Context: an optimization exercise on an open-source flow, tuned for small area, a short achievable clock period and few clock cycles per item. The choices shown serve that exercise and are no tape-out recipe. RTL that was checked went through simulation tests only; none was proved equivalent to the original. Power figures rest on the tool's default switching activity, not on a simulated workload.

the reference run:
==> module box_filter_top, before the edit <==
module box_filter_top
(
  input  logic         clk_i,
  input  logic         rst_i,
  input  box_pkg::stream_word_t video_i,
  output logic         video_ready_o,
  output box_pkg::sum_word_t    sum_o,
  input  logic         sum_ready_i
);
localparam int PW = box_pkg::PX_W;
localparam int SW = box_pkg::SUM_W;
localparam int ML = box_pkg::MAX_LINE_LEN;
localparam int LB = 4;                                   
localparam int PH = PW - LB;                             
localparam int VH = PW + 2 - LB;                         
localparam int WH = PW + 3 - LB;                         
localparam int ZL = LB + 2;                              
localparam int ZH = SW - ZL;                             
logic                   rdy;                             
logic                   stall_o;                         
logic                   go;                              
logic                   a_go;                            
logic                   x_v;
logic [PW - 1 : 0]      x_px;
logic                   x_last;
logic                   x_user;
logic [ML - 1 : 0]      n_oh;                            
logic [1 : 0]           n_row;                           
logic [1 : 0]           row;
logic [ML - 1 : 0]      col;                             
logic [ML - 1 : 0]      col_nx;                          
logic [ML - 1 : 0][PW - 1 : 0] mem_hi;
logic [ML - 1 : 0][PW - 1 : 0] mem_lo;
logic [PW - 1 : 0]      rd_hi;
logic [PW - 1 : 0]      rd_lo;
logic [PW - 1 : 0]      pf_hi;                           
logic [PW - 1 : 0]      pf_lo;
logic [LB + 1 : 0]      v_lo;                            
logic [LB : 0]          w_lo;                            
logic                   a_v;
logic [LB - 1 : 0]      va_l;                            
logic [LB - 1 : 0]      vb_l;                            
logic [LB - 1 : 0]      w_l;                             
logic [1 : 0]           a_cv;                            
logic                   a_cw;                            
logic [VH - 1 : 0]      v_hi;                            
logic [VH - 1 : 0]      a_vh;
logic                   a_last;
logic                   a_win;                           
logic                   a_first;                         
logic [VH - 1 : 0]      va_hn;                           
logic [WH - 1 : 0]      w_hn;                            
logic [ZL : 0]          z_lo;                            
logic                   b_v;
logic [VH - 1 : 0]      va_h;
logic [VH - 1 : 0]      vb_h;
logic [WH - 1 : 0]      w_h;
logic [ZL - 1 : 0]      b_zl;
logic                   b_cz;
logic                   b_last;
logic                   b_user;
logic [SW - 1 : 0]      b_sum;                           
logic                   o_v;
logic [SW - 1 : 0]      o_sum;
logic                   o_last;
logic                   o_user;
logic                   k_v;
logic [SW - 1 : 0]      k_sum;
logic                   k_last;
logic                   k_user;
logic                   o_free;
assign rdy           = !k_v;
assign video_ready_o = !stall_o;
assign go            = rdy && x_v;
assign a_go          = rdy && a_v;
always_ff @( posedge clk_i, posedge rst_i )
  if( rst_i )
    x_v <= 1'b0;
  else
    if( rdy )
      x_v <= video_i.tvalid;
always_ff @( posedge clk_i )
  if( rdy )
    begin
      x_px   <= video_i.tdata;
      x_last <= video_i.tlast;
      x_user <= video_i.tuser;
    end
assign row    = x_user ? 2'd0 : n_row;
assign col    = x_user ? ML'( 1 ) : n_oh;
assign col_nx = x_last ? ML'( 1 ) : { col[ML - 2 : 0], 1'b0 };
always_ff @( posedge clk_i )
  if( go )
    begin
      n_oh  <= col_nx;
      if( x_last )
        n_row <= ( row == 2'd3 ) ? 2'd3 : row + 1'b1;
      else
        n_row <= row;
    end
always_comb
  begin
    rd_hi = '0;
    rd_lo = '0;
    for( int i = 1; i < ML; i++ )
      begin
        rd_hi = rd_hi | ( mem_hi[i] & {PW{n_oh[i - 1]}} );
        rd_lo = rd_lo | ( mem_lo[i] & {PW{n_oh[i - 1]}} );
      end
    if( x_last )
      begin
        rd_hi = mem_hi[0];
        rd_lo = mem_lo[0];
      end
  end
always_ff @( posedge clk_i )
  if( go )
    begin
      pf_hi <= rd_hi;
      pf_lo <= rd_lo;
    end
for( genvar i = 0; i < ML; i++ )
  begin : g_mem
    always_ff @( posedge clk_i )
      if( go && col[i] )
        begin
          mem_hi[i] <= x_px;
          mem_lo[i] <= mem_hi[i];
        end
  end
assign v_lo = ( LB + 2 )'( x_px[LB - 1 : 0] ) + ( LB + 2 )'( pf_hi[LB - 1 : 0] ) +
              ( LB + 2 )'( pf_lo[LB - 1 : 0] );
assign w_lo = ( LB + 1 )'( va_l ) + ( LB + 1 )'( vb_l );
assign v_hi = VH'( x_px[PW - 1 : LB] ) + VH'( pf_hi[PW - 1 : LB] ) + VH'( pf_lo[PW - 1 : LB] );
always_ff @( posedge clk_i, posedge rst_i )
  if( rst_i )
    a_v <= 1'b0;
  else
    if( rdy )
      a_v <= x_v;
always_ff @( posedge clk_i )
  if( go )
    begin
      va_l <= v_lo[LB - 1 : 0];
      a_cv <= v_lo[LB + 1 : LB];
      vb_l <= va_l;
      w_l  <= w_lo[LB - 1 : 0];
      a_cw <= w_lo[LB];
      a_vh <= v_hi;
    end
always_ff @( posedge clk_i )
  if( rdy )
    begin
      a_last  <= x_last;
      a_win   <= row[1] && !( col[0] || col[1] );
      a_first <= ( row == 2'd2 ) && col[2];
    end
assign va_hn = a_vh + VH'( a_cv );
assign w_hn  = WH'( va_h ) + WH'( vb_h ) + WH'( a_cw );
assign z_lo  = ( ZL + 1 )'( { va_hn[1 : 0], va_l } ) + ( ZL + 1 )'( { w_hn[1 : 0], w_l } );
always_ff @( posedge clk_i, posedge rst_i )
  if( rst_i )
    b_v <= 1'b0;
  else
    if( rdy )
      b_v <= a_v && a_win;
always_ff @( posedge clk_i )
  if( a_go )
    begin
      va_h <= va_hn;
      vb_h <= va_h;
      w_h  <= w_hn;
      b_zl <= z_lo[ZL - 1 : 0];
      b_cz <= z_lo[ZL];
    end
always_ff @( posedge clk_i )
  if( rdy )
    begin
      b_last <= a_last;
      b_user <= a_first;
    end
assign b_sum = { ZH'( va_h[VH - 1 : 2] ) + ZH'( w_h[WH - 1 : 2] ) + ZH'( b_cz ), b_zl };
assign o_free = !o_v || sum_ready_i;
always_ff @( posedge clk_i, posedge rst_i )
  if( rst_i )
    begin
      o_v     <= 1'b0;
      k_v     <= 1'b0;
      stall_o <= 1'b0;
    end
  else
    begin
      if( o_free )
        o_v <= k_v || b_v;
      k_v     <= !o_free && ( k_v || b_v );
      stall_o <= !sum_ready_i && ( k_v || ( o_v && b_v ) );
    end
always_ff @( posedge clk_i )
  begin
    if( o_free )
      begin
        o_sum  <= k_v ? k_sum  : b_sum;
        o_last <= k_v ? k_last : b_last;
        o_user <= k_v ? k_user : b_user;
      end
    if( rdy )
      begin
        k_sum  <= b_sum;
        k_last <= b_last;
        k_user <= b_user;
      end
  end
assign sum_o = { o_sum, o_v, o_last, o_user };
endmodule
make LEC_CHECK=0 CAP_MARGIN=20 CORE_MARGIN=2 CORE_UTILIZATION=40 CTS_BUF_LIST=sky130_fd_sc_hd__clkbuf_16 CTS_CLUSTER_DIAMETER=80 CTS_CLUSTER_SIZE=28 SETUP_SLACK_MARGIN=2.1 SLEW_MARGIN=20 finish   # period 4.0 ns
run.sh (not shown) runs the stock make flow with config.mk's settings and CLKGATE_MAP_FILE= SYNTH_SCRIPT=/design/flow/synth_recipe.tcl, a recipe that flattens the netlist after the stock synthesis.
What the trial run does differently from the reference run at the input level:
--- a/flow/design.v
+++ b/flow/design.v
@@ -43,7 +43,7 @@
 localparam int PH = PW - LB;                             
 localparam int VH = PW + 2 - LB;                         
 localparam int WH = PW + 3 - LB;                         
-localparam int ZL = LB + 2;                              
+localparam int ZL = LB + 1;                              
 localparam int ZH = SW - ZL;                             
 logic                   rdy;                             
 logic                   stall_o;                         
@@ -186,7 +186,7 @@
     end
 assign va_hn = a_vh + VH'( a_cv );
 assign w_hn  = WH'( va_h ) + WH'( vb_h ) + WH'( a_cw );
-assign z_lo  = ( ZL + 1 )'( { va_hn[1 : 0], va_l } ) + ( ZL + 1 )'( { w_hn[1 : 0], w_l } );
+assign z_lo  = ( ZL + 1 )'( { va_hn[0], va_l } ) + ( ZL + 1 )'( { w_hn[0], w_l } );
 always_ff @( posedge clk_i, posedge rst_i )
   if( rst_i )
     b_v <= 1'b0;
@@ -208,7 +208,7 @@
       b_last <= a_last;
       b_user <= a_first;
     end
-assign b_sum = { ZH'( va_h[VH - 1 : 2] ) + ZH'( w_h[WH - 1 : 2] ) + ZH'( b_cz ), b_zl };
+assign b_sum = { ZH'( va_h[VH - 1 : 1] ) + ZH'( w_h[WH - 1 : 1] ) + ZH'( b_cz ), b_zl };
 assign o_free = !o_v || sum_ready_i;
 always_ff @( posedge clk_i, posedge rst_i )
   if( rst_i )
--- outcome ---
The trial run: PASS, flow complete, no timing, DRC or antenna violations. Diff the reference run -> the trial run: area growth from synthesis to layout shows an increase of 0.62 points; register-to-register setup slack shows an increase of 40 ps. Fmax: the trial run better than the reference run. Between the reference run and the trial run, the number of enable-type register cells in the synthesized netlist does not differ in any meaningful way. Against the reference run, routed length on met3 in the trial run rose by a little under 10%. [the trial run] worst hold-check slack rose 20 ps relative to the reference run. On number of cells in the design after placement, the trial run and the reference run are basically level. The trial run ends up with a combinational power that is about 9% lower than in the reference run. The reference run has higher number of buffers created by CTS than the trial run.
Testbench counts of the trial run, summed over its fixed seeds: cycles 6,626, items 4,512.
Function not checked in the reference run: the RTL went through the layout flow alone.

afterwards: timing with drivers on the ports:
No port has a modelled driver above. Below, the same layouts with a new extraction and two added sets of constraints.
Step 1, drivers: a clkbuf_16 drives clk_i and a buf_2 each remaining input, both assumed.
Step 2 moves the port delays by t, midway between the first and last clock arrival at a register: inputs arrive t later, outputs are due t later. That takes back most of the time a late clock gives input paths.
Three values: ideal, step 1, step 2; two values: the first two.
| run | shift t [ns] | slack for setup (ns) | worst setup path after step 2 | slew at the worst register clock pin (ns) | pins driven straight from the clock port |
|---|---|---|---|---|---|
| the reference run | 0.580 | 1.973 / 1.973 / 1.685 | input to register | 0.11 / 0.11 | 1 |
| the trial run | 0.564 | 2.011 / 2.011 / 1.722 | input to register | 0.11 / 0.11 | 1 |
After both steps setup and hold are still met in every run listed. The setup slack of the trial run, which loses most, moves by 0.000 ns with the drivers and by -0.289 ns with both steps.
